This design comes from an exercise in tuning for small area, a short achievable clock period and few clock cycles per item on the open sky130 flow, not from production work. Where RTL was checked, it was by simulation tests only, not by an equivalence proof against the original.

==> flow/design.v (excerpt) <==
module gcd_multilane #(
    parameter int width_p = 32,
    parameter int els_p   = 4
) (
    input  logic                       clk_i,
    input  logic                       reset_i,
    input  logic [2*width_p-1:0]       data_i,
    input  logic                       v_i,
    output logic                       ready_o,
    output logic [width_p-1:0]         data_o,
    output logic                       v_o,
    input  logic                       yumi_i,
    output logic [$clog2(els_p+1)-1:0] count_o
);
Size: roughly 1,100 cells after synthesis, roughly 72 flip-flops, ~110 I/O pins, about 0.0080 mm2 of cells after synthesis.
==> module gcd_multilane, before the edit <==
module gcd_multilane #(
    parameter int width_p = 32,
    parameter int els_p   = 4
) (
    input  logic                       clk_i,
    input  logic                       reset_i,
    input  logic [2*width_p-1:0]       data_i,
    input  logic                       v_i,
    output logic                       ready_o,
    output logic [width_p-1:0]         data_o,
    output logic                       v_o,
    input  logic                       yumi_i,
    output logic [$clog2(els_p+1)-1:0] count_o
);
    localparam int sh_w   = $clog2(width_p);
    localparam int max_sh = 7;
    function automatic logic [sh_w:0] ctz(input logic [width_p-1:0] x);
        logic [width_p-1:0]           v;
        logic [width_p-1:0][sh_w-1:0] c;
        for (int i = 0; i < width_p; i++) begin
            v[i] = x[i];
            c[i] = '0;
        end
        for (int l = 0; l < sh_w; l++) begin
            for (int i = 0; i < (width_p >> (l + 1)); i++) begin
                c[i] = v[2*i] ? c[2*i] : (c[2*i+1] | sh_w'(1 << l));
                v[i] = v[2*i] | v[2*i+1];
            end
        end
        ctz = {!v[0], c[0]};
    endfunction
    logic                busy_q;
    logic                first_q;    
    logic                fin_q;      
    logic [width_p-1:0]  a_q, b_q;
    logic [sh_w-1:0]     k_q;        
    logic                accept, retire, eq, found, k_zero, shift_a;
    assign eq      = (a_q == b_q);
    assign found   = eq && (a_q[0] || (a_q == '0));
    assign k_zero  = (k_q == '0);
    assign shift_a = !k_zero && fin_q;
    assign ready_o = !reset_i && !busy_q;
    assign v_o     = busy_q && k_zero && fin_q;
    assign data_o  = a_q;
    assign count_o = {{($clog2(els_p+1)-1){1'b0}}, busy_q};
    assign accept  = v_i && ready_o;
    assign retire  = yumi_i && v_o;
    logic [width_p-1:0]  g, p, gg, pp, g2, p2;
    logic [width_p-1:0]  diff, below, flip, a_step, b_step;
    logic [width_p+max_sh-1:0] ext;
    logic                neg, z_ab, over;
    logic [sh_w-1:0]     k_new;
    logic [max_sh:0]     x_lo;
    logic [2:0]          sh;
    always_comb begin
        g  = a_q & ~b_q;
        p  = ~(a_q ^ b_q);
        gg = g;
        pp = p;
        gg[0] = g[0] | p[0];      
        for (int l = 1; l < width_p; l = l * 2) begin
            g2 = gg;
            p2 = pp;
            for (int i = 0; i < width_p; i++) begin
                if ((i / l) % 2 == 1) begin
                    g2[i] = gg[i] | (pp[i] & gg[(i / l) * l - 1]);
                    p2[i] = pp[i] & pp[(i / l) * l - 1];
                end
            end
            gg = g2;
            pp = p2;
        end
        diff[0]  = ~p[0];
        below[0] = 1'b0;
        for (int i = 1; i < width_p; i++) begin
            diff[i]  = p[i] ^ gg[i-1];
            below[i] = ~pp[i-1];
        end
        neg  = ~gg[width_p-1];
        x_lo   = ~p[max_sh:0];
        sh     = 3'(ctz({{(width_p-max_sh-1){1'b0}}, x_lo}));
        over   = (x_lo == '0);
        for (int i = 0; i < width_p; i++) begin
            flip[i] = (i != 0) && (!over || (i + max_sh >= width_p) ||
                                   below[(i + max_sh) % width_p]);
        end
        ext    = {{max_sh{neg}}, diff} >> sh;
        b_step = ext[width_p-1:0] ^ ({width_p{neg}} & flip);
        if (!a_q[0])         a_step = b_q;
        else if (!b_q[0])    a_step = a_q;
        else if (neg)        a_step = a_q;
        else                 a_step = b_q;
        {z_ab, k_new} = ctz(a_q | b_q);
    end
    always_ff @(posedge clk_i) begin
        if (reset_i) begin
            busy_q <= 1'b0;
        end else if (accept) begin
            busy_q <= 1'b1;
        end else if (retire) begin
            busy_q <= 1'b0;
        end
    end
    always_ff @(posedge clk_i) begin
        if (accept) begin
            a_q     <= data_i[width_p-1:0];
            b_q     <= data_i[2*width_p-1:width_p];
            first_q <= 1'b1;
            fin_q   <= 1'b0;
            k_q     <= '0;
        end else begin
            if (shift_a) begin
                a_q <= a_q << 1;
            end else if (!fin_q) begin
                a_q <= a_step;
            end
            b_q     <= b_step;
            first_q <= 1'b0;
            fin_q   <= fin_q || found;
            if (first_q && !found) begin
                k_q <= z_ab ? '0 : k_new;
            end else if (shift_a) begin
                k_q <= k_q - 1'b1;
            end
        end
    end
endmodule
Settings: LEC_CHECK=0, CAP_MARGIN=20, CORE_MARGIN=2, CORE_UTILIZATION=40, CTS_BUF_LIST=sky130_fd_sc_hd__clkbuf_4 sky130_fd_sc_hd__clkbuf_8, SETUP_SLACK_MARGIN=4.0, SLEW_MARGIN=20; clock period 8.0 ns.
standard.sh (not shown) runs the stock make flow with config.mk's settings and CLKGATE_MAP_FILE= SYNTH_SCRIPT=/design/flow/synth_recipe.tcl, a recipe that flattens the netlist after the stock synthesis.
==> flow/flow/run.sh <==
#!/bin/bash
# The standard layout, with each port buffered by sky130_fd_sc_hd__buf_1
# instead of the delay-buffer cell buffer_ports picks by default.
set -euo pipefail
export BUFFER_PORTS_ARGS="-buffer_cell sky130_fd_sc_hd__buf_1"
bash standard.sh finish > flow_make.log 2>&1
Testbench counts at the start, summed over its fixed seeds: cycles 40,892, items 1,920.
==> next run, changes <==
--- a/flow/design.v
+++ b/flow/design.v
@@ -41,5 +41,5 @@
     assign shift_a = !k_zero && fin_q;
     assign ready_o = !reset_i && !busy_q;
-    assign v_o     = busy_q && k_zero && fin_q;
+    assign v_o     = busy_q && k_zero && (fin_q || found);
     assign data_o  = a_q;
     assign count_o = {{($clog2(els_p+1)-1){1'b0}}, busy_q};
After rerunning: The changed run ran to the end with no violations; final area rose by 10%; sequential cell count is unchanged; cell count grows by 6.4%; core utilization goes up by 2.8 points; hold slack got worse by 49 ps; wire length came out higher by 17%.
Function not checked in the second run of this note: the RTL went through the layout flow alone.

* * *

The RTL this note starts from:
==> flow/design.v <==
module gcd_multilane #(
    parameter int width_p = 32,
    parameter int els_p   = 4
) (
    input  logic                       clk_i,
    input  logic                       reset_i,
    input  logic [2*width_p-1:0]       data_i,
    input  logic                       v_i,
    output logic                       ready_o,
    output logic [width_p-1:0]         data_o,
    output logic                       v_o,
    input  logic                       yumi_i,
    output logic [$clog2(els_p+1)-1:0] count_o
);
    localparam int sh_w   = $clog2(width_p);
    localparam int max_sh = 7;
    function automatic logic [sh_w:0] ctz(input logic [width_p-1:0] x);
        logic [width_p-1:0]           v;
        logic [width_p-1:0][sh_w-1:0] c;
        for (int i = 0; i < width_p; i++) begin
            v[i] = x[i];
            c[i] = '0;
        end
        for (int l = 0; l < sh_w; l++) begin
            for (int i = 0; i < (width_p >> (l + 1)); i++) begin
                c[i] = v[2*i] ? c[2*i] : (c[2*i+1] | sh_w'(1 << l));
                v[i] = v[2*i] | v[2*i+1];
            end
        end
        ctz = {!v[0], c[0]};
    endfunction
    logic                busy_q;
    logic                first_q;    
    logic                fin_q;      
    logic [width_p-1:0]  a_q, b_q;
    logic [sh_w-1:0]     k_q;        
    logic                accept, retire, eq, found, k_zero, shift_a;
    assign eq      = (a_q == b_q);
    assign found   = eq && (a_q[0] || (a_q == '0));
    assign k_zero  = (k_q == '0);
    assign shift_a = !k_zero && fin_q;
    assign ready_o = !reset_i && !busy_q;
    assign v_o     = busy_q && k_zero && fin_q;
    assign data_o  = a_q;
    assign count_o = {{($clog2(els_p+1)-1){1'b0}}, busy_q};
    assign accept  = v_i && ready_o;
    assign retire  = yumi_i && v_o;
    logic [width_p-1:0]  g, p, gg, pp, g2, p2;
    logic [width_p-1:0]  diff, below, flip, a_step, b_step;
    logic [width_p+max_sh-1:0] ext;
    logic                neg, z_ab, over;
    logic [sh_w-1:0]     k_new;
    logic [max_sh:0]     x_lo;
    logic [2:0]          sh;
    always_comb begin
        g  = a_q & ~b_q;
        p  = ~(a_q ^ b_q);
        gg = g;
        pp = p;
        gg[0] = g[0] | p[0];      
        for (int l = 1; l < width_p; l = l * 2) begin
            g2 = gg;
            p2 = pp;
            for (int i = 0; i < width_p; i++) begin
                if ((i / l) % 2 == 1) begin
                    g2[i] = gg[i] | (pp[i] & gg[(i / l) * l - 1]);
                    p2[i] = pp[i] & pp[(i / l) * l - 1];
                end
            end
            gg = g2;
            pp = p2;
        end
        diff[0]  = ~p[0];
        below[0] = 1'b0;
        for (int i = 1; i < width_p; i++) begin
            diff[i]  = p[i] ^ gg[i-1];
            below[i] = ~pp[i-1];
        end
        neg  = ~gg[width_p-1];
        x_lo   = ~p[max_sh:0];
        sh     = 3'(ctz({{(width_p-max_sh-1){1'b0}}, x_lo}));
        over   = (x_lo == '0);
        for (int i = 0; i < width_p; i++) begin
            flip[i] = (i != 0) && (!over || (i + max_sh >= width_p) ||
                                   below[(i + max_sh) % width_p]);
        end
        ext    = {{max_sh{neg}}, diff} >> sh;
        b_step = ext[width_p-1:0] ^ ({width_p{neg}} & flip);
        if (!a_q[0])         a_step = b_q;
        else if (!b_q[0])    a_step = a_q;
        else if (neg)        a_step = a_q;
        else                 a_step = b_q;
        {z_ab, k_new} = ctz(a_q | b_q);
    end
    always_ff @(posedge clk_i) begin
        if (reset_i) begin
            busy_q <= 1'b0;
        end else if (accept) begin
            busy_q <= 1'b1;
        end else if (retire) begin
            busy_q <= 1'b0;
        end
    end
    always_ff @(posedge clk_i) begin
        if (accept) begin
            a_q     <= data_i[width_p-1:0];
            b_q     <= data_i[2*width_p-1:width_p];
            first_q <= 1'b1;
            fin_q   <= 1'b0;
            k_q     <= '0;
        end else begin
            if (shift_a) begin
                a_q <= a_q << 1;
            end else if (!fin_q) begin
                a_q <= a_step;
            end
            b_q     <= b_step;
            first_q <= 1'b0;
            fin_q   <= fin_q || found;
            if (first_q && !found) begin
                k_q <= z_ab ? '0 : k_new;
            end else if (shift_a) begin
                k_q <= k_q - 1'b1;
            end
        end
    end
endmodule
clock: 8.0 ns
lec_check: 0
cap_margin: 20
core_margin: 2
core_utilization: 62
cts_buf_list: sky130_fd_sc_hd__clkbuf_4 sky130_fd_sc_hd__clkbuf_8
setup_slack_margin: 4.0
slew_margin: 20
Scripts as last shown in full above: flow/flow/run.sh
Testbench counts at the start, summed over its fixed seeds: cycles 40,892, items 1,920.
==> next run, changes <==
--- a/flow/design.v
+++ b/flow/design.v
@@ -30,13 +30,12 @@
         ctz = {!v[0], c[0]};
     endfunction
     logic                busy_q;
-    logic                first_q;    
     logic                fin_q;      
     logic [width_p-1:0]  a_q, b_q;
     logic [sh_w-1:0]     k_q;        
     logic                accept, retire, eq, found, k_zero, shift_a;
     assign eq      = (a_q == b_q);
-    assign found   = eq && (a_q[0] || (a_q == '0));
+    assign found   = eq && a_q[0];
     assign k_zero  = (k_q == '0);
     assign shift_a = !k_zero && fin_q;
     assign ready_o = !reset_i && !busy_q;
@@ -48,8 +47,10 @@
     logic [width_p-1:0]  g, p, gg, pp, g2, p2;
     logic [width_p-1:0]  diff, below, flip, a_step, b_step;
     logic [width_p+max_sh-1:0] ext;
-    logic                neg, z_ab, over;
+    logic                neg, over;
     logic [sh_w-1:0]     k_new;
+    logic                z_ab;
+    assign {z_ab, k_new} = ctz(data_i[width_p-1:0] | data_i[2*width_p-1:width_p]);
     logic [max_sh:0]     x_lo;
     logic [2:0]          sh;
     always_comb begin
@@ -90,7 +91,6 @@
         else if (!b_q[0])    a_step = a_q;
         else if (neg)        a_step = a_q;
         else                 a_step = b_q;
-        {z_ab, k_new} = ctz(a_q | b_q);
     end
     always_ff @(posedge clk_i) begin
         if (reset_i) begin
@@ -105,9 +105,8 @@
         if (accept) begin
             a_q     <= data_i[width_p-1:0];
             b_q     <= data_i[2*width_p-1:width_p];
-            first_q <= 1'b1;
-            fin_q   <= 1'b0;
-            k_q     <= '0;
+            fin_q   <= z_ab;
+            k_q     <= z_ab ? '0 : k_new;
         end else begin
             if (shift_a) begin
                 a_q <= a_q << 1;
@@ -115,11 +114,8 @@
                 a_q <= a_step;
             end
             b_q     <= b_step;
-            first_q <= 1'b0;
             fin_q   <= fin_q || found;
-            if (first_q && !found) begin
-                k_q <= z_ab ? '0 : k_new;
-            end else if (shift_a) begin
+            if (shift_a) begin
                 k_q <= k_q - 1'b1;
             end
         end
Register-to-register slack is better by 20 ps; setup slack improved by 24 ps; die area shrinks by 5.2%; synthesized area goes down by 5.4%; sequential cell count fell by 1.
Testbench counts after the change, summed over its fixed seeds: cycles 40,891, items 1,920.

* * *

run 1:
Starts from the design.v that is shown in full above.
export LEC_CHECK = 0
export CAP_MARGIN = 20
export CORE_MARGIN = 2
export CORE_UTILIZATION = 40
export SETUP_SLACK_MARGIN = 4.0
export SLEW_MARGIN = 20
create_clock -name core_clock -period 8.0 [get_ports {clk_i}]
Scripts as last shown in full above: flow/flow/run.sh
The flow did not stop early for run 1: all stages ran, and the layout cleared the timing, design-rule and antenna checks.
Testbench counts of run 1, summed over its fixed seeds: cycles 40,892, items 1,920.
diff inputs: run 1 => run 3
diff --git a/flow/design.v b/flow/design.v
--- a/flow/design.v
+++ b/flow/design.v
@@ -37,9 +37,9 @@
     logic                accept, retire, eq, found, k_zero, shift_a;
     assign eq      = (a_q == b_q);
     assign found   = eq && (a_q[0] || (a_q == '0));
     assign k_zero  = (k_q == '0);
-    assign shift_a = !k_zero && fin_q;
+    assign shift_a = busy_q && !k_zero && (fin_q || found);
     assign ready_o = !reset_i && !busy_q;
     assign v_o     = busy_q && k_zero && fin_q;
     assign data_o  = a_q;
     assign count_o = {{($clog2(els_p+1)-1){1'b0}}, busy_q};
@@ -110,9 +110,9 @@
             k_q     <= '0;
         end else begin
             if (shift_a) begin
                 a_q <= a_q << 1;
-            end else if (!fin_q) begin
+            end else if (!(fin_q || found)) begin
                 a_q <= a_step;
             end
             b_q     <= b_step;
             first_q <= 1'b0;
Notes after the runs:
- Data required time at the worst endpoint, run 1 and run 3: smaller value in run 3
- [compare] base=run 1 new=run 3: utilization has increased; area growth from synthesis to layout +6.7 points; via count moved up.
- The count of instances resized after the clock tree is built in run 3 sits 26 above the value recorded for run 1.
- Compared with run 1, run 3 ends up with more cell area.
- When run 3 is set beside run 1, its final cycle utilization of the critical path turns out to be 1.2 points larger.
- Number of gates on the worst path with buffers counted for run 3 is lower than for run 1.
- Of run 1 and run 3, run 1 shows the lower global-route usage over all layers, with run 3 above it.
- Compared run 1 against run 3; met3 capacity usage during global routing within noise.
- Width of the die sits higher in run 3 than in run 1.
For run 3, only the layout was checked, not whether the RTL still works.

* * *

job 101:
Starts from the design.v that is shown in full above.
==> flow/config.mk <==
export PLATFORM = sky130hd
export DESIGN_NAME = gcd_multilane
export DESIGN_NICKNAME = gcd_multilane
export VERILOG_FILES = /design/flow/design.v
export SDC_FILE = /design/flow/constraint.sdc
export NUM_CORES = 4
export LEC_CHECK = 0
export CAP_MARGIN = 20
export CORE_MARGIN = 2
export CORE_UTILIZATION = 50
export CTS_BUF_LIST = sky130_fd_sc_hd__clkbuf_4 sky130_fd_sc_hd__clkbuf_8
export SETUP_SLACK_MARGIN = 4.0
export SLEW_MARGIN = 20
==> flow/constraint.sdc <==
create_clock -name core_clock -period 8.0 [get_ports {clk_i}]
set_input_delay 1.6000 -clock core_clock [delete_from_list [all_inputs] [get_ports {clk_i}]]
set_output_delay 1.6000 -clock core_clock [all_outputs]
set_load 0.01 [all_outputs]
Scripts as last shown in full above: flow/flow/run.sh
Testbench counts of job 101, summed over its fixed seeds: cycles 40,892, items 1,920.
Here is what was changed in the inputs of job 102 compared with job 101.
--- a/flow/design.v
+++ b/flow/design.v
@@ -28,17 +28,16 @@
             end
         end
         ctz = {!v[0], c[0]};
     endfunction
     logic                busy_q;
-    logic                first_q;    
     logic                fin_q;      
     logic [width_p-1:0]  a_q, b_q;
     logic [sh_w-1:0]     k_q;        
     logic                accept, retire, eq, found, k_zero, shift_a;
     assign eq      = (a_q == b_q);
-    assign found   = eq && (a_q[0] || (a_q == '0));
+    assign found   = eq && a_q[0];
     assign k_zero  = (k_q == '0);
     assign shift_a = !k_zero && fin_q;
     assign ready_o = !reset_i && !busy_q;
     assign v_o     = busy_q && k_zero && fin_q;
     assign data_o  = a_q;
@@ -46,12 +45,14 @@
     assign accept  = v_i && ready_o;
     assign retire  = yumi_i && v_o;
     logic [width_p-1:0]  g, p, gg, pp, g2, p2;
     logic [width_p-1:0]  diff, below, flip, a_step, b_step;
     logic [width_p+max_sh-1:0] ext;
-    logic                neg, z_ab, over;
+    logic                neg, over;
     logic [sh_w-1:0]     k_new;
+    logic                z_ab;
+    assign {z_ab, k_new} = ctz(data_i[width_p-1:0] | data_i[2*width_p-1:width_p]);
     logic [max_sh:0]     x_lo;
     logic [2:0]          sh;
     always_comb begin
         g  = a_q & ~b_q;
         p  = ~(a_q ^ b_q);
@@ -88,11 +89,10 @@
         b_step = ext[width_p-1:0] ^ ({width_p{neg}} & flip);
         if (!a_q[0])         a_step = b_q;
         else if (!b_q[0])    a_step = a_q;
         else if (neg)        a_step = a_q;
         else                 a_step = b_q;
-        {z_ab, k_new} = ctz(a_q | b_q);
     end
     always_ff @(posedge clk_i) begin
         if (reset_i) begin
             busy_q <= 1'b0;
         end else if (accept) begin
@@ -103,25 +103,21 @@
     end
     always_ff @(posedge clk_i) begin
         if (accept) begin
             a_q     <= data_i[width_p-1:0];
             b_q     <= data_i[2*width_p-1:width_p];
-            first_q <= 1'b1;
-            fin_q   <= 1'b0;
-            k_q     <= '0;
+            fin_q   <= z_ab;
+            k_q     <= z_ab ? '0 : k_new;
         end else begin
             if (shift_a) begin
                 a_q <= a_q << 1;
             end else if (!fin_q) begin
                 a_q <= a_step;
             end
             b_q     <= b_step;
-            first_q <= 1'b0;
             fin_q   <= fin_q || found;
-            if (first_q && !found) begin
-                k_q <= z_ab ? '0 : k_new;
-            end else if (shift_a) begin
+            if (shift_a) begin
                 k_q <= k_q - 1'b1;
             end
         end
     end
 endmodule
- For job 101 and job 102, there was not a single run that failed to finish clean.
- Comparing global-route wire length before repair for job 101 and job 102, the smaller number came from job 102.
- On sequential share of layout area: between job 101 and job 102, it ends up lower for job 101.
- Delta (job 102 minus job 101): fmax -1.4%; post-synthesis share of cell area spent on and, or, nand and nor gates -2.3 points; utilization -0.36 points; layout-stage area growth over the synthesis result -2.4 points.
Testbench counts of job 102, summed over its fixed seeds: cycles 40,891, items 1,920.

==> static timing again, ports no longer ideal <==
The flow's constraints put no driver on any port. The routed layouts listed below were extracted and timed again, unchanged, in two steps.
Step 1 sets driving cells, clkbuf_16 on the clock port and buf_2 on the other inputs (assumed; they add their load-dependent delay and slew).
Step 2 adds t to the input delays and takes it off the output delays; t is the mean of the earliest and latest rising clock arrival at the registers after step 1. Input paths then give back, and output paths get back, about the clock's delay inside the block.
Three values: no drivers, after step 1, after step 2; two values: the first two.
| run | t (ns) | slack for setup (ns) | hold WS [ns] | worst setup path at the end |
|---|---|---|---|---|
| the first run of note 1 | 0.424 | 4.097 / 4.097 / 3.894 | 0.519 / 0.519 / 0.519 | input to register |
| the second run of note 1 | 0.400 | 3.580 / 3.545 / 3.916 | 0.470 / 0.470 / 0.470 | input to register |
| the first run of note 2 | 0.428 | 4.061 / 4.061 / 4.061 | 0.507 / 0.507 / 0.507 | register to register |
| the second run of note 2 | 0.413 | 4.084 / 4.084 / 3.783 | 0.569 / 0.569 / 0.569 | input to register |
| run 1 | 0.398 | 4.082 / 4.082 / 3.893 | 0.518 / 0.518 / 0.518 | input to register |
| run 3 | 0.387 | 3.989 / 3.989 / 3.989 | 0.623 / 0.623 / 0.623 | register to register |
| job 101 | 0.428 | 4.086 / 4.086 / 3.855 | 0.504 / 0.504 / 0.504 | input to register |
| job 102 | 0.420 | 4.031 / 4.045 / 3.625 | 0.547 / 0.547 / 0.547 | input to register |
After both steps every run listed still meets setup and hold. For job 102, which loses most, drivers alone change the setup slack by +0.014 ns; drivers and shift together by -0.406 ns.
